Source: an optimization exercise on an open RTL-to-GDS flow (aim: small area). Production flows keep margins and buffers that such runs may drop. Only simulation tests tie the RTL to the original design; equivalence was not proved. No activity file was given, so power comes from the tool's default toggle rates.

--- design/flow/run.sh ---
#!/bin/bash
# synth_recipe.tcl (not shown) runs the flow's synth.tcl, then flattens the netlist and writes it again
# the make line also repeats each setting of config.mk as NAME=value (left out here)
make -C /OpenROAD-flow-scripts/flow DESIGN_CONFIG=/design/flow/config.mk WORK_HOME=/design/flow/orfs CLKGATE_MAP_FILE= SYNTH_SCRIPT=/design/flow/synth_recipe.tcl finish
--- design/flow/config.mk ---
export PLATFORM = sky130hd
export DESIGN_NAME = reg_file
export DESIGN_NICKNAME = reg_file
export VERILOG_FILES = /design/flow/design.v
export SDC_FILE = /design/flow/constraint.sdc
export NUM_CORES = 4
export LEC_CHECK = 0
export CAP_MARGIN = 20
export CORE_MARGIN = 2
export CORE_UTILIZATION = 40
export SETUP_SLACK_MARGIN = 0.3
export SLEW_MARGIN = 20
--- design/flow/design.v ---
package riscv_pkg;
  localparam int XLEN       = 32;
  localparam int REG_ADDR_W = 5;
  localparam int NUM_REGS   = 32;
  typedef logic [XLEN-1:0]       word_t;
  typedef logic [REG_ADDR_W-1:0] reg_idx_t;
  localparam reg_idx_t ZERO_REG = 5'd0;
endpackage
module reg_file_rdport (
  input  logic                           i_rst_n,
  input  riscv_pkg::reg_idx_t                       i_addr,
  input  logic [riscv_pkg::NUM_REGS-1:0][riscv_pkg::XLEN-1:0]  i_regs,
  input  logic                           i_we,
  input  riscv_pkg::reg_idx_t                       i_waddr,
  input  riscv_pkg::word_t                          i_wdata,
  output riscv_pkg::word_t                          o_rdata
);
  logic w_unused;
  assign w_unused = &{1'b0, i_we, i_waddr, i_wdata};
  always_comb begin
    o_rdata = i_regs[i_addr];
    if ((i_addr == riscv_pkg::ZERO_REG) || !i_rst_n)
      o_rdata = '0;
  end
endmodule
module reg_file (
  input  logic                  clk,
  input  logic                  rst_n,
  input  logic [riscv_pkg::REG_ADDR_W-1:0] A1,
  input  logic [riscv_pkg::REG_ADDR_W-1:0] A2,
  input  logic [riscv_pkg::REG_ADDR_W-1:0] A3,
  input  logic [riscv_pkg::XLEN-1:0]       WD3,
  input  logic                  WE3,
  output logic [riscv_pkg::XLEN-1:0]       RD1,
  output logic [riscv_pkg::XLEN-1:0]       RD2
);
  riscv_pkg::word_t                          r_regs [1:riscv_pkg::NUM_REGS-1];
  logic [riscv_pkg::NUM_REGS-1:0][riscv_pkg::XLEN-1:0]  w_regs;
  assign w_regs[0] = '0;
  for (genvar g = 1; g < riscv_pkg::NUM_REGS; g++) begin : g_view
    assign w_regs[g] = r_regs[g];
  end
  always_ff @(posedge clk) begin
    if (!rst_n) begin
      for (int i = 1; i < riscv_pkg::NUM_REGS; i++)
        r_regs[i] <= '0;
    end else begin
      for (int i = 1; i < riscv_pkg::NUM_REGS; i++)
        if (WE3 && (A3 == riscv_pkg::REG_ADDR_W'(i)))
          r_regs[i] <= WD3;
    end
  end
  reg_file_rdport u_rdport1 (
    .i_rst_n (rst_n),
    .i_addr  (A1),
    .i_regs  (w_regs),
    .i_we    (WE3),
    .i_waddr (A3),
    .i_wdata (WD3),
    .o_rdata (RD1)
  );
  reg_file_rdport u_rdport2 (
    .i_rst_n (rst_n),
    .i_addr  (A2),
    .i_regs  (w_regs),
    .i_we    (WE3),
    .i_waddr (A3),
    .i_wdata (WD3),
    .o_rdata (RD2)
  );
endmodule
--- design/flow/constraint.sdc ---
create_clock -name core_clock -period 7.0 [get_ports {clk}]
set_input_delay 1.4000 -clock core_clock [delete_from_list [all_inputs] [get_ports {clk}]]
set_output_delay 1.4000 -clock core_clock [all_outputs]
set_load 0.01 [all_outputs]
==> qor.txt, run 1 <==
FF-to-FF setup slack: 6250 ps
Layout Nets: 5,662
Die extent in y: 368 um
Hold Buf Count CTS: 0
Worst Tran Pin Value: 1270 ps
GR Overflow Total: 0
Vias in the first global route: 43.1k
Worst Min Path Start: r_regs[6][9]$_SDFFE_PN0P_
Final setup fails: 0
Post-route minimum period: 6190 ps
Post-synth EDFFs: 0
Worst Path Required: 5600 ps
Post-place instance area: 0.0556 sq mm
P&R area growth vs syn: 11.0%
CTS resizes: 0
Final WL: 210 mm
1st-pass router iterations: 7
Ports: 114
Via count: 45.7k
Layout cell share with drive strength beyond 1: 16.2%
H-tree levels: 3
Util after Layout: 44.8%
Clk sink count: 992
CTS buffer count: 106
Worst Hold Endpoint: r_regs[6][9]$_SDFFE_PN0P_
Die X: 368 um
R2R cell count: 2
Clock Path Buffers: 3
Largest regs: r_regs x992
PwrDens: 213 mW/mm^2
IR drop worst, VDD: 0.000223 V
Postcts setup bufs: 0
HPWL Detailed: 130 mm
Hold crit path type: register to register
Slew headroom: 14.9%
Yosys reg bits: 992
Initial antenna violation count: 13
Routed len/inst: 28.2 um
CTS Root Cell: clkbuf_16
Pin count of the biggest net entering global routing: 152
Row Count: 133
GP Congestion: 0.959
First DRT Iteration DRCs: 5,602
Die ar.: 0.136 sq mm
Port bufs: 113
Setup crit end kind: primary output
Reg with most FFs: r_regs
Yosys warns: 3
Reg2reg end: r_regs[26][31]$_SDFFE_PN0P_
Worst-path clk slew: 60 ps
Max FFs per register: 992
Crit start category: input port
Most used DFF post-synth: dfxtp_1
Max-Cap Viols: 0
Syn_area_per_cell: 9.11 sq um
DRC Markers: 0
Final Skew: 0 ps
Post-synth ARST share: 0%
Mapped Nets: 5,874
Period utilization: 88.5%
Antenna-violating nets left: 0
Setup Total Neg Slack: 0 ps
Crit Path Class: input port to primary output
Final Hold Vio Count: 0
CTS tree: done
Crit path max fanout: 46
Outcome: complete, no violations
GRT Overall Usage: 30.0%
Register area share after synthesis: 37.4%
First-pass GRT wire length: 303 mm
Clock Latency Late Sink: 740 ps
DR vias/cell: 6.13
Static leakage: 18.9 nW
Worst Hold Depth: 2
Core area: 0.132 sq mm
Fmax: 161 MHz
Initial Util: 40.3%
Post-route cell area: 0.0589 sq mm
Post-Syn Instances: 5,824
CP arrival: 4790 ps
Slew Limit Fails: 0
RSZ-0062 raised after global routing: no
Mapped cell area: 0.0531 sq mm
R2R Path Start: r_regs[26][31]$_SDFFE_PN0P_
Distinct cells, synth: 51
synth_stat cells, types with 4 or more instances:
master | number | area share [%]
nand2_1 | 2069 | 15
dfxtp_1 | 992 | 37
a21boi_0 | 898 | 13
mux4_2 | 393 | 17
clkbuf_1 | 369 | 2.6
buf_2 | 128 | 1.2
mux2_2 | 116 | 2.5
mux2i_1 | 99 | 1.9
a21boi_1 | 94 | 1.3
buf_1 | 88 | 0.62
nand2b_1 | 54 | 0.64
a22oi_1 | 42 | 0.59
a221oi_1 | 41 | 0.68
a221o_1 | 32 | 0.60
o211ai_1 | 32 | 0.45
o2111ai_1 | 31 | 0.51
nor2b_1 | 29 | 0.34
buf_4 | 28 | 0.40
a211o_1 | 26 | 0.43
a21oi_1 | 25 | 0.24
a31oi_1 | 25 | 0.29
o22ai_1 | 25 | 0.29
a22o_1 | 18 | 0.30
nand3_1 | 18 | 0.17
a222oi_1 | 17 | 0.32
a32oi_1 | 17 | 0.28
or3_1 | 17 | 0.20
and4_1 | 15 | 0.25
nor2_1 | 15 | 0.11
and2_1 | 11 | 0.13
o221ai_1 | 8 | 0.13
and2_0 | 7 | 0.083
mux4_1 | 6 | 0.30
buf_6 | 5 | 0.11
nand3b_1 | 5 | 0.071
nor3_1 | 5 | 0.047
buf_12 | 4 | 0.15
cell families (layout without fill, tap and decap cells):
kind of cell           Yosys count  after routing  share of synthesized area, %
AOI/OAI and AO/OA             1336           1336                          19.3
buffers and inverters          623            491                          5.10
DFF                            992            992                          37.4
muxes                          614            614                          21.3
other                            0              3                             0
and+or+nand+nor               2259           2259                          16.9
through the flow:
stage / setup WS [ps] / std cells / power [W] / hold WS, ps
6_report: 805 / 7450 / 0.0125 / 467
5_1_grt: 816 / 7447 / 0.0128 / 485
4_1_cts: 962 / 7445 / 0.0125 / 467
3_5_place_dp: 967 / 7257 / 0.00704 / 459
3_3_place_gp: 986 / 7257 / 0.00703 / 447
2_1_floorplan: 2620 / 5824 / 0.00655 / 440
cell type report:
class	instances	area (sq um)
fillers	12400	72700
multi-input cells	4209	30700
flip-flops and latches	992	19900
clock buffers	166	3170
repair buffers	302	2790
well taps	1755	2200
clock inverters	22	180
diodes	3	7.51
inverters	1	3.75
where the power goes:
| group | switching [W] | leakage (nW) | total (W) | internal [W] |
|---|---|---|---|---|
| sequential | 0.0000309 | 8.00 | 0.00572 | 0.00569 |
| combinational | 0.000807 | 9.26 | 0.00124 | 0.000428 |
| clock | 0.00246 | 1.66 | 0.00558 | 0.00312 |
how the worst max path moves through the flow:
stage               startpoint  endpoint  slack, ps  cells after the start
floorplan                A1[1]    RD1[8]       2620                      7
global placement         A1[2]   RD1[11]        990                      6
detailed placement       A1[2]   RD1[11]        970                      6
CTS                      A1[2]   RD1[11]        960                      6
global route             A1[2]   RD1[11]        820                      7
finish                   A1[2]   RD1[11]        810                      7
per-layer routing:
metal,share of wire (%),global-route usage [%],vias up
li1,-,-,20000
met1,39,38.4,22500
met2,44,46.0,2603
met3,12,9.64,570
met4,4.7,13.5,20
met5,0.054,0,-
cell usage in the layout (no fill, tap or decap), types with 6 or more instances in the layout:
cell type,instances
buf_2,8
a21oi_1,25
nand2b_1,54
clkbuf_1,31
nand2_1,2053
o2111ai_1,31
a221oi_1,41
and4_1,15
a22o_1,18
and2_1,12
a31oi_1,25
a222oi_1,17
o22ai_1,25
or3_1,17
mux2_2,116
clkdlybuf4s50_1,98
buf_12,20
mux4_1,6
mux4_2,393
buf_4,168
a221o_1,32
nand2_2,16
nor2b_1,23
mux2i_1,99
nand3_1,18
a211o_1,26
clkinv_2,15
o211ai_1,32
clkbuf_8,29
o221ai_1,8
a21boi_0,898
a21boi_1,94
a22oi_1,42
dfxtp_1,992
a32oi_1,17
clkbuf_16,106
nor2_4,13
worst max-delay path, cell delays in order:
cell and delay, ps:
buf_6 400, and2_2 1040, a22o_1 280, a221oi_1 50
clkbuf_4 240, a32oi_1 580, clkdlybuf4s50_1 680
==> run 2: changes to the inputs <==
==> design/flow/design.v (replaced) <==
package riscv_pkg;
  localparam int XLEN       = 32;
  localparam int REG_ADDR_W = 5;
  localparam int NUM_REGS   = 32;
  typedef logic [XLEN-1:0]       word_t;
  typedef logic [REG_ADDR_W-1:0] reg_idx_t;
  localparam reg_idx_t ZERO_REG = 5'd0;
endpackage
module reg_file_rdport (
  input  logic                           i_rst_n,
  input  riscv_pkg::reg_idx_t                       i_addr,
  input  logic [riscv_pkg::NUM_REGS-1:0][riscv_pkg::XLEN-1:0]  i_regs,
  output riscv_pkg::word_t                          o_rdata
);
  localparam int NGRP = (riscv_pkg::NUM_REGS - 1) / 3;   
  logic [riscv_pkg::NUM_REGS-1:0] w_sel;
  assign w_sel[0] = 1'b0;
  for (genvar g = 1; g < riscv_pkg::NUM_REGS; g++) begin : g_sel
    assign w_sel[g] = i_rst_n && (i_addr == riscv_pkg::REG_ADDR_W'(g));
  end
  for (genvar b = 0; b < riscv_pkg::XLEN; b++) begin : g_bit
    logic [NGRP:0] w_term_n;
    for (genvar k = 0; k < NGRP; k++) begin : g_grp
      reg_file_rbit3 u_rbit3 (
        .i_d0 (i_regs[3*k+1][b]),
        .i_d1 (i_regs[3*k+2][b]),
        .i_d2 (i_regs[3*k+3][b]),
        .i_s0 (w_sel[3*k+1]),
        .i_s1 (w_sel[3*k+2]),
        .i_s2 (w_sel[3*k+3]),
        .o_n  (w_term_n[k])
      );
    end
    assign w_term_n[NGRP] = ~(i_regs[riscv_pkg::NUM_REGS-1][b] & w_sel[riscv_pkg::NUM_REGS-1]);
    assign o_rdata[b] = ~&w_term_n;
  end
endmodule
module reg_file_rbit3 (
  input  logic i_d0,
  input  logic i_d1,
  input  logic i_d2,
  input  logic i_s0,
  input  logic i_s1,
  input  logic i_s2,
  output logic o_n
);
  assign o_n = ~((i_d0 & i_s0) | (i_d1 & i_s1) | (i_d2 & i_s2));
endmodule
module reg_file (
  input  logic                  clk,
  input  logic                  rst_n,
  input  logic [riscv_pkg::REG_ADDR_W-1:0] A1,
  input  logic [riscv_pkg::REG_ADDR_W-1:0] A2,
  input  logic [riscv_pkg::REG_ADDR_W-1:0] A3,
  input  logic [riscv_pkg::XLEN-1:0]       WD3,
  input  logic                  WE3,
  output logic [riscv_pkg::XLEN-1:0]       RD1,
  output logic [riscv_pkg::XLEN-1:0]       RD2
);
  logic [riscv_pkg::NUM_REGS-1:0][riscv_pkg::XLEN-1:0] r_regs;
  logic [riscv_pkg::NUM_REGS-1:0]                      w_load;
  logic [riscv_pkg::NUM_REGS-1:0]                      w_hold;
  logic [riscv_pkg::XLEN-1:0]                          w_data;
  assign w_data = WD3 & {riscv_pkg::XLEN{rst_n}};
  assign w_load[0] = 1'b0;
  assign w_hold[0] = 1'b1;
  for (genvar g = 1; g < riscv_pkg::NUM_REGS; g++) begin : g_load
    assign w_load[g] = ~rst_n | (WE3 && (A3 == riscv_pkg::REG_ADDR_W'(g)));
    assign w_hold[g] = ~w_load[g];
  end
  assign r_regs[0] = '0;
  for (genvar g = 1; g < riscv_pkg::NUM_REGS; g++) begin : g_reg
    riscv_pkg::word_t r_q;
    riscv_pkg::word_t w_next;
    for (genvar b = 0; b < riscv_pkg::XLEN; b++) begin : g_bit
      reg_file_wbit u_wbit (
        .i_q    (r_q[b]),
        .i_data (w_data[b]),
        .i_load (w_load[g]),
        .i_hold (w_hold[g]),
        .o_next (w_next[b])
      );
    end
    always_ff @(posedge clk)
      r_q <= w_next;
    assign r_regs[g] = r_q;
  end
  reg_file_rdport u_rdport1 (
    .i_rst_n (rst_n),
    .i_addr  (A1),
    .i_regs  (r_regs),
    .o_rdata (RD1)
  );
  reg_file_rdport u_rdport2 (
    .i_rst_n (rst_n),
    .i_addr  (A2),
    .i_regs  (r_regs),
    .o_rdata (RD2)
  );
endmodule
module reg_file_wbit (
  input  logic i_q,
  input  logic i_data,
  input  logic i_load,
  input  logic i_hold,
  output logic o_next
);
  assign o_next = (i_q & i_hold) | (i_data & i_load);
endmodule
==> design/flow/config.mk (replaced) <==
export PLATFORM = sky130hd
export DESIGN_NAME = reg_file
export DESIGN_NICKNAME = reg_file
export VERILOG_FILES = /design/flow/design.v
export SDC_FILE = /design/flow/constraint.sdc
export NUM_CORES = 4
export LEC_CHECK = 0
export CAP_MARGIN = 10
export CORE_MARGIN = 2
export CORE_UTILIZATION = 50
export CTS_BUF_LIST = sky130_fd_sc_hd__clkbuf_16
export CTS_CLUSTER_DIAMETER = 80
export CTS_CLUSTER_SIZE = 25
export PLACE_DENSITY = 0.6
export SETUP_SLACK_MARGIN = 0.0
export SLEW_MARGIN = 10
export SYNTH_HIERARCHICAL = 1
==> qor.txt, run 2 <==
Design Power: 0.0114 W (was 0.0125 W)
Die ar.: 0.0783 sq mm (was 0.136 sq mm)
Die extent in y: 280 um (was 368 um)
Via count: 39.3k (was 45.7k)
Worst Min Path Start: g_reg[5].r_q[20]$_DFF_P_ (was r_regs[6][9]$_SDFFE_PN0P_)
Slew headroom: 4.38% (was 14.9%)
Setup Total Neg Slack: 0 ps (unchanged)
Largest regs: g.r_q x992 (was r_regs x992)
Most frequent cells in the layout: 992 x a22o_1, 992 x dfxtp_1, 640 x a222oi_1 (was 2,053 x nand2_1, 992 x dfxtp_1, 898 x a21boi_0)
Initial Util: 50.3% (was 40.3%)
Worst Hold Endpoint: g_reg[5].r_q[20]$_DFF_P_ (was r_regs[6][9]$_SDFFE_PN0P_)
CP arrival: 5410 ps (was 4790 ps)
Layout Nets: 3,452 (was 5,662)
Util after Layout: 58.1% (was 44.8%)
Crit-path leading delay family: simple AND/OR/NAND/NOR gates (was buffers and inverters)
CTS tree: done (unchanged)
Grt met1 use: 58.4% (was 38.4%)
First DRT Iteration DRCs: 9,932 (was 5,602)
CTS resizes: 0 (unchanged)
Clock Latency Late Sink: 670 ps (was 740 ps)
Period utilization: 97.3% (was 88.5%)
CP Buf/Inv Count: 3 (unchanged)
CTS Root Cell: clkbuf_16 (unchanged)
Final WS setup: 192 ps (was 805 ps)
Worst Tran Pin Value: 1430 ps (was 1270 ps)
Slew Limit Fails: 0 (unchanged)
Clk sink count: 992 (unchanged)
Met2 GRT Util: 65.8% (was 46.0%)
Reg2reg end: g_reg[31].r_q[31]$_DFF_P_ (was r_regs[26][31]$_SDFFE_PN0P_)
GP Congestion: 0.977 (was 0.959)
GR Util met3: 18.0% (was 9.64%)
Syn_area_per_cell: 12.2 sq um (was 9.11 sq um)
GRT Overall Usage: 46.3% (was 30.0%)
DR vias/cell: 8.93 (was 6.13)
Vias in the first global route: 37.5k (was 43.1k)
Max FFs per register: 992 (unchanged)
Core area: 0.0756 sq mm (was 0.132 sq mm)
Setup crit end kind: primary output (unchanged)
Die X: 280 um (was 368 um)
Setup slack at placement: 529 ps (was 967 ps)
Final Skew: 0 ps (unchanged)
Worst Path Required: 5600 ps (about the same)
RSZ-0062 raised after global routing: no (unchanged)
P&R area growth vs syn: 15.4% (was 11.0%)
Top Usage Layer GRT: met2 (unchanged)
Mapped Nets: 3,160 (was 5,874)
First-pass GRT wire length: 267 mm (was 303 mm)
Layout cell share with drive strength beyond 1: 9.81% (was 16.2%)
Initial antenna violation count: 8 (was 13)
PwrDens: 259 mW/mm^2 (was 213 mW/mm^2)
Critical-path top delay cell: nor2_4 (was and2_2)
Outcome: complete, no violations (unchanged)
Postcts setup bufs: 0 (unchanged)
Worst Hold Depth: 1 (was 2)
CP startpoint: A2[0] (was A1[2])
Mapped cell area: 0.0380 sq mm (was 0.0531 sq mm)
Worst-path clk slew: 100 ps (was 60 ps)
CP most frequent cell: clkdlybuf4s50_1
Slowest Stage Delay on Critical Path: 1160 ps (was 1040 ps)
Layout filler cell count: 6,294 (was 12.4k)
Max-Cap Viols: 0 (unchanged)
Ports: 114 (unchanged)
Critical path cell sequence: clkdlybuf4s50_1 -> or2b_1 -> nor2_4 -> buf_4 -> a222oi_1 -> nand4_1 -> a2111o_1 -> clkdlybuf4s50_1 (was buf_6 -> and2_2 -> a22o_1 -> a221oi_1 -> clkbuf_4 -> a32oi_1 -> clkdlybuf4s50_1)
GR Overflow Total: 0 (unchanged)
Pin count of the biggest net entering global routing: 63 (was 152)
Fmax: 147 MHz (was 161 MHz)
Final Hold Vio Count: 0 (unchanged)
Routed len/inst: 43.2 um (was 28.2 um)
Yosys warns: 7 (was 3)
Crit start category: input port (unchanged)
DRC Markers: 0 (unchanged)
CTS buffer count: 49 (was 106)
FF-to-FF setup slack: 6230 ps (was 6250 ps)
R2R Path Start: g_reg[31].r_q[31]$_DFF_P_ (was r_regs[26][31]$_SDFFE_PN0P_)
Final setup fails: 0 (unchanged)
Reg with most FFs: g.r_q (was r_regs)
H-tree levels: 2 (was 3)
Clock Path Buffers: 3 (unchanged)
Row Count: 101 (was 133)
Antenna-violating nets left: 0 (unchanged)
Static leakage: 16.8 nW (was 18.9 nW)
Hold crit path type: register to register (unchanged)
Final WL: 191 mm (was 210 mm)
HPWL Detailed: 110 mm (was 130 mm)
Crit path max fanout: 29 (was 46)
Post-route minimum period: 6810 ps (was 6190 ps)
R2R cell count: 1 (was 2)
Hold Buf Count CTS: 0 (unchanged)
1st-pass router iterations: 15 (was 7)
Post-Syn Instances: 3,110 (was 5,824)
Crit Path Class: input port to primary output (unchanged)
IR drop worst, VDD: 0.000250 V (was 0.000223 V)
Port bufs: 113 (unchanged)
-- run 2: worst max path at each step --
stage | endpoint | slack (ps) | cells past startpoint
finish | RD2[15] | 190 | 8
global placement | RD2[0] | 480 | 7
global route | RD2[14] | 360 | 8
CTS | RD2[0] | 510 | 7
floorplan | RD1[13] | 2230 | 6
detailed placement | RD2[0] | 530 | 7
-- run 2: per-layer routing --
layer  wire length [um]  vias up
li1                   -    15100
met1              68300    19200
met2              77000     3895
met3              30300     1104
met4              15000       10
met5                 86        -
-- run 2: area by class of cell --
type                            instances  area (sq um)  area share (%)
Timing Repair Buffer                  267          2450            5.59
Antenna cell                            4          10.0          0.0228
Tap cell                              978          1220            2.79
Multi-Input combinational cell       2092         18800            42.9
Clock buffer                           51          1280            2.91
Sequential cell                       992         19900            45.3
Clock inverter                         23           221           0.505
-- run 2: where the power goes --
| group | switching (W) | internal, W |
|---|---|---|
| combinational | 0.000864 | 0.000564 |
| sequential | 0.000401 | 0.00613 |
| clock | 0.00199 | 0.00142 |
| total | 0.00325 | 0.00811 |
-- run 2: metrics by stage --
| step | instances | instance area [sq um] | hold slack (ps) |
|---|---|---|---|
| final | 4407 | 43900 | 520 |
| after global routing | 4403 | 43900 | 531 |
| after CTS | 4403 | 43900 | 520 |
| after detailed placement | 4329 | 42400 | 492 |
| after global placement | 4323 | 42200 | 487 |
| after floorplan | 3110 | 38000 | 477 |
==> run 3: changes to the inputs <==
==> design/flow/flow/run.sh (new file) <==
#!/bin/bash
# The standard layout, with single-drive buffers on the ports instead of the
# resizer's default pick. Everything else is the standard flow's own flow, unchanged.
set -euo pipefail
bash standard.sh "BUFFER_PORTS_ARGS=-buffer_cell sky130_fd_sc_hd__buf_1" finish > flow_make.log 2>&1
==> design/flow/standard.sh (new file) <==
#!/bin/bash
# synth_recipe.tcl (not shown) runs the flow's synth.tcl, then flattens the netlist and writes it again
# the make line also repeats each setting of config.mk as NAME=value (left out here)
make -C /OpenROAD-flow-scripts/flow DESIGN_CONFIG=/design/flow/config.mk WORK_HOME=/design/flow/orfs CLKGATE_MAP_FILE= SYNTH_SCRIPT=/design/flow/synth_recipe.tcl "${@:-finish}"
--- a/design/flow/config.mk
+++ b/design/flow/config.mk
@@ -5,7 +5,7 @@
 export SDC_FILE = /design/flow/constraint.sdc
 export NUM_CORES = 4
 export LEC_CHECK = 0
-export CAP_MARGIN = 10
+export CAP_MARGIN = 20
 export CORE_MARGIN = 2
 export CORE_UTILIZATION = 50
 export CTS_BUF_LIST = sky130_fd_sc_hd__clkbuf_16
@@ -13,5 +13,5 @@
 export CTS_CLUSTER_SIZE = 25
 export PLACE_DENSITY = 0.6
 export SETUP_SLACK_MARGIN = 0.0
-export SLEW_MARGIN = 10
+export SLEW_MARGIN = 20
 export SYNTH_HIERARCHICAL = 1
removed: design/flow/run.sh
==> qor.txt, run 3 <==
Die ar.: 0.0783 sq mm (unchanged)
GR Overflow Total: 0 (unchanged)
Hold crit path type: register to register (unchanged)
Post-route minimum period: 6230 ps (was 6810 ps)
Post-Syn Instances: 3,110 (unchanged)
P&R area growth vs syn: 13.8% (was 15.4%)
H-tree levels: 2 (unchanged)
Pin count of the biggest net entering global routing: 57 (was 63)
Mapped cell area: 0.0380 sq mm (unchanged)
Worst-path clk slew: 90 ps (was 100 ps)
Outcome: complete, no violations (unchanged)
First DRT Iteration DRCs: 10.4k (was 9,932)
HPWL Detailed: 111 mm (was 110 mm)
Die X: 280 um (unchanged)
Initial antenna violation count: 15 (was 8)
Initial Util: 50.3% (unchanged)
CP arrival: 4830 ps (was 5410 ps)
Worst Path Required: 5600 ps (about the same)
Routed len/inst: 43.7 um (was 43.2 um)
Layout Nets: 3,438 (was 3,452)
Most frequent cells in the layout: 992 x a22o_1, 992 x dfxtp_1, 640 x a222oi_1 (unchanged)
CTS Root Cell: clkbuf_16 (unchanged)
Antenna-violating nets left: 0 (unchanged)
Crit Path Class: input port to primary output (unchanged)
CTS tree: done (unchanged)
DR vias/cell: 9.00 (was 8.93)
Postcts setup bufs: 0 (unchanged)
Crit path max fanout: 49 (was 29)
GRT Overall Usage: 46.5% (was 46.3%)
Static leakage: 16.6 nW (was 16.8 nW)
Layout cell share with drive strength beyond 1: 9.58% (was 9.81%)
Slew Limit Fails: 0 (unchanged)
1st-pass router iterations: 22 (was 15)
Die extent in y: 280 um (unchanged)
Final WL: 192 mm (was 191 mm)
Final setup fails: 0 (unchanged)
Hold Buf Count CTS: 0 (unchanged)
Slew headroom: 11.4% (was 4.38%)
Final Hold Vio Count: 0 (unchanged)
Max-Cap Viols: 0 (unchanged)
Final Skew: 0 ps (unchanged)
Clk sink count: 992 (unchanged)
Crit start category: input port (unchanged)
Yosys warns: 7 (unchanged)
Port bufs: 113 (unchanged)
Via count: 39.6k (was 39.3k)
Setup Total Neg Slack: 0 ps (unchanged)
Reg with most FFs: g.r_q (unchanged)
IR drop worst, VDD: 0.000183 V (was 0.000250 V)
Clock Path Buffers: 3 (unchanged)
Post-place instance area: 0.0417 sq mm (was 0.0424 sq mm)
DRC Markers: 0 (unchanged)
First-pass GRT wire length: 267 mm (about the same)
Setup crit end kind: primary output (unchanged)
PwrDens: 261 mW/mm^2 (was 259 mW/mm^2)
CTS buffer count: 48 (was 49)
Period utilization: 88.9% (was 97.3%)
Ports: 114 (unchanged)
Worst Tran Pin Value: 1330 ps (was 1430 ps)
Largest regs: g.r_q x992 (unchanged)
Clock Latency Late Sink: 660 ps (was 670 ps)
Post-route cell area: 0.0433 sq mm (was 0.0439 sq mm)
RSZ-0062 raised after global routing: no (unchanged)
Core area: 0.0756 sq mm (unchanged)
Max FFs per register: 992 (unchanged)
Row Count: 101 (unchanged)
Util after Layout: 57.3% (was 58.1%)
Syn_area_per_cell: 12.2 sq um (unchanged)
Fmax: 161 MHz (was 147 MHz)
CTS resizes: 0 (unchanged)
Vias in the first global route: 37.4k (was 37.5k)
Layout filler cell count: 6,241 (was 6,294)
Mapped Nets: 3,160 (unchanged)
GP Congestion: 0.944 (was 0.977)
==> run 3: critical path, cell delays in order <==
cell and delay, ps:
clkbuf_4 470, nor2b_1 310, nand3_1 350, nor2_4 1070, a222oi_1 280, nand4_1 450
a2111o_1 250, buf_1 180
==> run 3: layout make-up <==
| class | count | area (sq um) | area share (%) |
|---|---|---|---|
| sequential | 992 | 19900 | 45.9 |
| multi-input combinational | 2092 | 18900 | 43.6 |
| timing repair buffer | 254 | 1870 | 4.32 |
| clock buffer | 50 | 1250 | 2.89 |
| tap | 978 | 1220 | 2.83 |
| clock inverter | 24 | 219 | 0.506 |
| antenna | 5 | 12.5 | 0.0289 |
==> run 3: metal layers <==
layer  GRT usage, %  routed length [um]
met1           59.0               68000
met2           65.6               77300
met3           21.3               34200
met4           24.7               12300
met5          0.500                 159
==> run 3: per-stage QoR <==
stage / worst slack, ps / instances / hold WS, ps / total power (W)
after floorplan: 2230 / 3110 / 477 / 0.00728
after global placement: 1080 / 4297 / 487 / 0.00785
after detailed placement: 1020 / 4312 / 494 / 0.00793
after CTS: 1010 / 4386 / 520 / 0.0112
after global routing: 765 / 4392 / 532 / 0.0115
final: 774 / 4395 / 520 / 0.0113
==> run 3: worst paths after layout <==
check,slack [ps],to,cells past startpoint,startpoint
worst min register to register,520,g_reg[16].r_q[26]$_DFF_P_,1,g_reg[16].r_q[26]$_DFF_P_
worst max-delay path,770,RD1[17],8,rst_n
worst min-delay path,520,g_reg[16].r_q[26]$_DFF_P_,1,g_reg[16].r_q[26]$_DFF_P_
worst max register to register,6250,g_reg[31].r_q[31]$_DFF_P_,1,g_reg[31].r_q[31]$_DFF_P_
==> run 3: power by group <==
part	internal [W]	switching [W]	total, W
Combinational	0.000507	0.000865	0.00137
Sequential	0.00613	0.000416	0.00654
Clock	0.00142	0.00196	0.00338
==> run 4: changes to the inputs <==
--- a/design/flow/design.v
+++ b/design/flow/design.v
@@ -61,12 +61,14 @@
   logic [riscv_pkg::NUM_REGS-1:0]                      w_load;
   logic [riscv_pkg::NUM_REGS-1:0]                      w_hold;
   logic [riscv_pkg::XLEN-1:0]                          w_data;
-  assign w_data = WD3 & {riscv_pkg::XLEN{rst_n}};
+  assign w_data = WD3;
   assign w_load[0] = 1'b0;
   assign w_hold[0] = 1'b1;
   for (genvar g = 1; g < riscv_pkg::NUM_REGS; g++) begin : g_load
-    assign w_load[g] = ~rst_n | (WE3 && (A3 == riscv_pkg::REG_ADDR_W'(g)));
-    assign w_hold[g] = ~w_load[g];
+    logic w_wr;
+    assign w_wr      = WE3 && (A3 == riscv_pkg::REG_ADDR_W'(g));
+    assign w_load[g] = rst_n & w_wr;
+    assign w_hold[g] = rst_n & ~w_wr;
   end
   assign r_regs[0] = '0;
   for (genvar g = 1; g < riscv_pkg::NUM_REGS; g++) begin : g_reg
--- a/design/flow/config.mk
+++ b/design/flow/config.mk
@@ -5,7 +5,7 @@
 export SDC_FILE = /design/flow/constraint.sdc
 export NUM_CORES = 4
 export LEC_CHECK = 0
-export CAP_MARGIN = 20
+export CAP_MARGIN = 10
 export CORE_MARGIN = 2
 export CORE_UTILIZATION = 50
 export CTS_BUF_LIST = sky130_fd_sc_hd__clkbuf_16
@@ -13,5 +13,5 @@
 export CTS_CLUSTER_SIZE = 25
 export PLACE_DENSITY = 0.6
 export SETUP_SLACK_MARGIN = 0.0
-export SLEW_MARGIN = 20
+export SLEW_MARGIN = 10
 export SYNTH_HIERARCHICAL = 1
==> qor.txt, run 4 <==
Critical-path top delay cell: nor2_4 (unchanged)
DR vias/cell: 8.80 (was 9.00)
DRC Markers: 0 (unchanged)
Layout Nets: 3,428 (was 3,438)
Via count: 38.6k (was 39.6k)
CTS tree: done (unchanged)
Slew Limit Fails: 0 (unchanged)
Core area: 0.0756 sq mm (unchanged)
Top Usage Layer GRT: met2 (unchanged)
H-tree levels: 2 (unchanged)
Hold Buf Count CTS: 0 (unchanged)
CTS Root Cell: clkbuf_16 (unchanged)
Slew headroom: 7.94% (was 11.4%)
Design Power: 0.00963 W (was 0.0113 W)
Max-Cap Viols: 0 (unchanged)
Setup Total Neg Slack: 0 ps (unchanged)
Hold crit path type: register to register (unchanged)
Layout filler cell count: 6,383 (was 6,241)
Crit-path leading delay family: simple AND/OR/NAND/NOR gates (unchanged)
Initial antenna violation count: 19 (was 15)
Post-Syn Instances: 3,089 (was 3,110)
Die ar.: 0.0781 sq mm (was 0.0783 sq mm)
R2R Path Start: g_reg[10].r_q[26]$_DFF_P_ (was g_reg[31].r_q[31]$_DFF_P_)
CTS resizes: 0 (unchanged)
Critical Path End: RD1[5] (was RD1[17])
Post-route minimum period: 6010 ps (was 6230 ps)
Die X: 280 um (about the same)
FF-to-FF setup slack: 6280 ps (was 6250 ps)
Met2 GRT Util: 63.5% (was 65.6%)
Worst Path Required: 5600 ps (about the same)
CTS buffer count: 49 (was 48)
PwrDens: 225 mW/mm^2 (was 261 mW/mm^2)
GRT Overall Usage: 44.5% (was 46.5%)
Pin count of the biggest net entering global routing: 33 (was 57)
GR Util met3: 19.2% (was 21.3%)
Layout cell share with drive strength beyond 1: 10.4% (was 9.58%)
Worst-path clk slew: 90 ps (about the same)
Reg with most FFs: g.r_q (unchanged)
HPWL Detailed: 107 mm (was 111 mm)
Worst Tran Pin Value: 1380 ps (was 1330 ps)
Final Hold Vio Count: 0 (unchanged)
GP Congestion: 0.953 (was 0.944)
Routed len/inst: 41.9 um (was 43.7 um)
Outcome: complete, no violations (unchanged)
Syn_area_per_cell: 12.3 sq um (was 12.2 sq um)
Mapped Nets: 3,139 (was 3,160)
Reg2reg end: g_reg[10].r_q[26]$_DFF_P_ (was g_reg[31].r_q[31]$_DFF_P_)
Static leakage: 15.5 nW (was 16.6 nW)
GR Overflow Total: 0 (unchanged)
Crit path max fanout: 31 (was 49)
Antenna-violating nets left: 0 (unchanged)
P&R area growth vs syn: 12.8% (was 13.8%)
Register area: 0.0199 sq mm (unchanged)
Ports: 114 (unchanged)
First DRT Iteration DRCs: 9,374 (was 10.4k)
CP Buf/Inv Count: 2 (unchanged)
CP arrival: 4610 ps (was 4830 ps)
Max FFs per register: 992 (unchanged)
Port bufs: 113 (unchanged)
Vias in the first global route: 36.7k (was 37.4k)
Grt met1 use: 56.7% (was 59.0%)
R2R cell count: 1 (unchanged)
Initial Util: 50.2% (was 50.3%)
Crit Path Class: input port to primary output (unchanged)
Final WL: 184 mm (was 192 mm)
Yosys warns: 7 (unchanged)
Slowest Stage Delay on Critical Path: 1070 ps (about the same)
Crit start category: input port (unchanged)
Fmax: 166 MHz (was 161 MHz)
CP startpoint: rst_n (unchanged)
First-pass GRT wire length: 257 mm (was 267 mm)
Clk sink count: 992 (unchanged)
Clock Latency Late Sink: 640 ps (was 660 ps)
Postcts setup bufs: 0 (unchanged)
Period utilization: 85.8% (was 88.9%)
Row Count: 101 (unchanged)
Final setup fails: 0 (unchanged)
RSZ-0062 raised after global routing: no (unchanged)
Most frequent cells in the layout: 992 x a22o_1, 992 x dfxtp_1, 640 x a222oi_1 (unchanged)
Clock Path Buffers: 3 (unchanged)
Critical path cell sequence: clkbuf_2 -> nor2b_1 -> nand2_1 -> nor2_4 -> a222oi_1 -> nand4_1 -> a2111o_1 -> buf_1 (was clkbuf_4 -> nor2b_1 -> nand3_1 -> nor2_4 -> a222oi_1 -> nand4_1 -> a2111o_1 -> buf_1)
Final Skew: 0 ps (unchanged)
Area of the multi-input gates: 0.0187 sq mm (was 0.0189 sq mm)
CP Depth: 8 (unchanged)
Setup crit end kind: primary output (unchanged)
IR drop worst, VDD: 0.000240 V (was 0.000183 V)
1st-pass router iterations: 14 (was 22)
Largest regs: g.r_q x992 (unchanged)
Mapped cell area: 0.0380 sq mm (about the same)
Die extent in y: 280 um (about the same)
-- run 4: report_power, final --
group / leakage, nW / internal (W) / switching [W]
Combinational: 6.79 / 0.0000977 / 0.000455
Sequential: 8.00 / 0.00568 / 0.0000354
Clock: 0.736 / 0.00139 / 0.00198
Total: 15.5 / 0.00717 / 0.00247
-- run 4: cell type report --
type	instances	area share [%]
Timing Repair Buffer	265	3.67
Clock buffer	51	2.98
Multi-Input combinational cell	2069	43.7
Tap cell	978	2.86
Clock inverter	23	0.432
Sequential cell	992	46.4
Antenna cell	5	0.0292
Inverter	1	0.00877
-- run 4: how the worst min path moves through the flow --
| stage | from | endpoint | slack, ps | depth (start not counted) |
|---|---|---|---|---|
| floorplan | g_reg[10].r_q[0]$_DFF_P_ | g_reg[10].r_q[0]$_DFF_P_ | 480 | 1 |
| global placement | g_reg[4].r_q[30]$_DFF_P_ | g_reg[4].r_q[30]$_DFF_P_ | 490 | 1 |
| detailed placement | g_reg[13].r_q[28]$_DFF_P_ | g_reg[13].r_q[28]$_DFF_P_ | 490 | 1 |
| CTS | g_reg[2].r_q[10]$_DFF_P_ | g_reg[2].r_q[10]$_DFF_P_ | 520 | 1 |
| global route | g_reg[29].r_q[8]$_DFF_P_ | g_reg[29].r_q[8]$_DFF_P_ | 530 | 1 |
| finish | g_reg[17].r_q[28]$_DFF_P_ | g_reg[17].r_q[28]$_DFF_P_ | 520 | 1 |
-- run 4: metrics by stage --
step	hold slack, ps	cells	cell area, sq um	worst slack, ps	util, %
4_1_cts	519	4379	42800	1300	56.7
3_3_place_gp	487	4305	41400	1370	54.7
6_report	522	4384	42800	992	56.7
5_1_grt	532	4383	42800	1000	56.7
3_5_place_dp	495	4305	41400	1290	54.7
2_1_floorplan	477	3089	38000	2230	-
-- run 4: routing by layer --
metal / up-vias / share of wire [%] / wire length, um
met5: - / 0.17 / 311
met4: 28 / 6.2 / 11400
met3: 896 / 17 / 30400
met2: 3725 / 41 / 75000
met1: 18900 / 36 / 66400
li1: 15000 / - / -
==> run 5: changes to the inputs <==
--- a/design/flow/config.mk
+++ b/design/flow/config.mk
@@ -7,11 +7,11 @@
 export LEC_CHECK = 0
 export CAP_MARGIN = 10
 export CORE_MARGIN = 2
-export CORE_UTILIZATION = 50
+export CORE_UTILIZATION = 60
 export CTS_BUF_LIST = sky130_fd_sc_hd__clkbuf_16
 export CTS_CLUSTER_DIAMETER = 80
 export CTS_CLUSTER_SIZE = 25
-export PLACE_DENSITY = 0.6
+export PLACE_DENSITY = 0.68
 export SETUP_SLACK_MARGIN = 0.0
 export SLEW_MARGIN = 10
 export SYNTH_HIERARCHICAL = 1
==> qor.txt, run 5 <==
Postcts setup bufs: 0 (unchanged)
Layout filler cell count: 4,787 (was 6,383)
Comb pwr share: 5.8% (was 5.7%)
Fmax: 158 MHz (was 166 MHz)
IR drop worst, VDD: 0.000281 V (was 0.000240 V)
WHS: 518 ps (was 522 ps)
Syn_area_per_cell: 12.3 sq um (unchanged)
Initial antenna violation count: 9 (was 19)
Die X: 256 um (was 280 um)
PwrDens: 222 mW/mm^2 (was 225 mW/mm^2)
Core area: 0.0629 sq mm (was 0.0756 sq mm)
Final WS setup: 689 ps (was 992 ps)
DP Cell Count: 4,143 (was 4,305)
Die ar.: 0.0653 sq mm (was 0.0781 sq mm)
Layout cell share with drive strength beyond 1: 9.38% (was 10.4%)
CP arrival: 4910 ps (was 4610 ps)
GR Overflow Total: 0 (unchanged)
Via count: 39.4k (was 38.6k)
GP Congestion: 0.998 (was 0.953)
Met2 GRT Util: 71.4% (was 63.5%)
Worst Hold Depth: 1 (unchanged)
Grt met1 use: 63.8% (was 56.7%)
RSZ-0062 raised after global routing: no (unchanged)
Setup Total Neg Slack: 0 ps (unchanged)
CTS tree: done (unchanged)
Worst-path clk slew: 100 ps (was 90 ps)
Outcome: finished with violations (was complete, no violations)
Period utilization: 90.2% (was 85.8%)
Die extent in y: 256 um (was 280 um)
Clock Path Buffers: 3 (unchanged)
P&R area growth vs syn: 11.3% (was 12.8%)
Crit path max fanout: 21 (was 31)
Final Hold Vio Count: 0 (unchanged)
Reg with most FFs: g.r_q (unchanged)
Row Count: 92 (was 101)
Max FFs per register: 992 (unchanged)
Final setup fails: 0 (unchanged)
Final Skew: 0 ps (unchanged)
CTS Root Cell: clkbuf_16 (unchanged)
Largest regs: g.r_q x992 (unchanged)
Setup slack at placement: 1100 ps (was 1290 ps)
Clock share of power: 33.3% (was 34.9%)
Non-Filler Instances: 4,210 (was 4,384)
GRT Overall Usage: 50.9% (was 44.5%)
Clk sink count: 992 (unchanged)
Cell internal pwr: 0.00701 W (was 0.00717 W)
Mapped cell area: 0.0380 sq mm (unchanged)
Pin count of the biggest net entering global routing: 33 (unchanged)
Worst Tran Pin Value: 1500 ps (was 1380 ps)
Post-Syn Instances: 3,089 (unchanged)
DR vias/cell: 9.35 (was 8.80)
Routed len/inst: 41.8 um (was 41.9 um)
Layout Nets: 3,399 (was 3,428)
H-tree levels: 2 (unchanged)
R2R cell count: 1 (unchanged)
Crit Path Class: input port to primary output (unchanged)
CTS resizes: 0 (unchanged)
Post-route minimum period: 6310 ps (was 6010 ps)
Most frequent cells in the layout: 992 x a22o_1, 992 x dfxtp_1, 640 x a222oi_1 (unchanged)
Hold Buf Count CTS: 0 (unchanged)
Hold crit path type: register to register (unchanged)
Top Usage Layer GRT: met2 (unchanged)
Vias in the first global route: 37.0k (was 36.7k)
HPWL Detailed: 102 mm (was 107 mm)
Setup crit end kind: primary output (unchanged)
Static leakage: 15.3 nW (was 15.5 nW)
Crit start category: input port (unchanged)
1st-pass router iterations: 17 (was 14)
Design Power: 0.00939 W (was 0.00963 W)
First DRT Iteration DRCs: 11.3k (was 9,374)
Share of power burned in registers: 60.9% (was 59.3%)
Yosys warns: 7 (unchanged)
Final WL: 176 mm (was 184 mm)
Antenna-violating nets left: 0 (unchanged)
Ports: 114 (unchanged)
Port bufs: 113 (unchanged)
GR Util met3: 24.6% (was 19.2%)
DRC Markers: 0 (unchanged)
Mapped Nets: 3,139 (unchanged)
Worst Path Required: 5600 ps (about the same)
Slew headroom: -0.142% (was 7.94%)
CTS buffer count: 47 (was 49)
SO Faults: max-capacitance violations, max-slew violations
Max-Cap Viols: 1 (was 0)
Slew Limit Fails: 1 (was 0)
Switch share: 25.3% (was 25.6%)
First-pass GRT wire length: 252 mm (was 257 mm)
Initial Util: 60.4% (was 50.2%)
Clock Latency Late Sink: 650 ps (was 640 ps)
Psw: 0.00238 W (was 0.00247 W)
## run 5: worst paths after layout
| path | from | to | slack (ps) |
|---|---|---|---|
| max reg2reg | g_reg[1].r_q[13]$_DFF_P_ | g_reg[1].r_q[13]$_DFF_P_ | 6220 |
| max | rst_n | RD1[31] | 690 |
| min reg2reg | g_reg[3].r_q[25]$_DFF_P_ | g_reg[3].r_q[25]$_DFF_P_ | 520 |
| min | g_reg[3].r_q[25]$_DFF_P_ | g_reg[3].r_q[25]$_DFF_P_ | 520 |
## run 5: power by group through the flow
stage | registers, W | clock network, W | logic, W
floorplan | 0.00584 | 0 | 0.000178
global placement | 0.00584 | 0 | 0.000487
detailed placement | 0.00585 | 0 | 0.000499
CTS | 0.00571 | 0.00308 | 0.000500
global route | 0.00572 | 0.00328 | 0.000536
finish | 0.00572 | 0.00312 | 0.000546
## run 5: critical path, stage by stage
cell and delay, ps:
clkbuf_2 430, nor2b_1 460, nand2_1 290, nor2_2 860, buf_4 400, a222oi_1 160
nand4_1 420, a2111o_1 260, buf_1 190
## run 5: cell type report
cell class,count,area [sq um],share of cell area [%]
clock inverters,11,90.1,0.213
inverters,1,3.75,0.00888
diodes,6,15.0,0.0355
clock buffers,47,1180,2.78
well taps,846,1060,2.51
multi-input cells,2069,18600,44.1
repair buffers,238,1410,3.33
flip-flops and latches,992,19900,47.0
## run 5: per-stage QoR
step | utilization [%] | instance area, sq um
after floorplan | - | 38000
after global placement | 65.1 | 40900
after detailed placement | 65.1 | 40900
after CTS | 67.1 | 42200
after global routing | 67.2 | 42200
final | 67.2 | 42200
## run 5: metal layers
layer / up-vias / share of wire, %
met4: 10 / 7.6
met3: 1101 / 19
met5: - / 0.17
met1: 18900 / 33
li1: 15000 / -
met2: 4365 / 39

[re-timing with driven ports]
The flow's constraints put no driver on any port. The routed layouts listed below were extracted and timed again, unchanged, in two steps.
Step 1 sets driving cells, clkbuf_16 on the clock port and buf_2 on the other inputs (assumed; they add their load-dependent delay and slew).
Step 2, shift: input delay + t, output delay - t, t = (earliest + latest rising clock arrival at the registers) / 2. This alone moves slack from input paths to output paths.
Slacks: no drivers / after step 1 / after step 2; pairs: no drivers / after step 1.
run	t (ns)	setup slack, ns	worst setup path at the end	slew at the worst register clock pin (ns)
run 1	0.815	0.805 / 0.765 / 0.765	input to output	0.07 / 0.07
run 2	0.734	0.192 / 0.169 / 0.169	input to output	0.11 / 0.11
run 3	0.728	0.774 / 0.751 / 0.751	input to output	0.11 / 0.11
run 4	0.724	0.992 / 0.898 / 0.898	input to output	0.10 / 0.10
run 5	0.726	0.689 / 0.667 / 0.667	input to output	0.11 / 0.11
The setup slack of run 4, which loses most, moves by -0.094 ns with the drivers and by -0.094 ns with both steps.
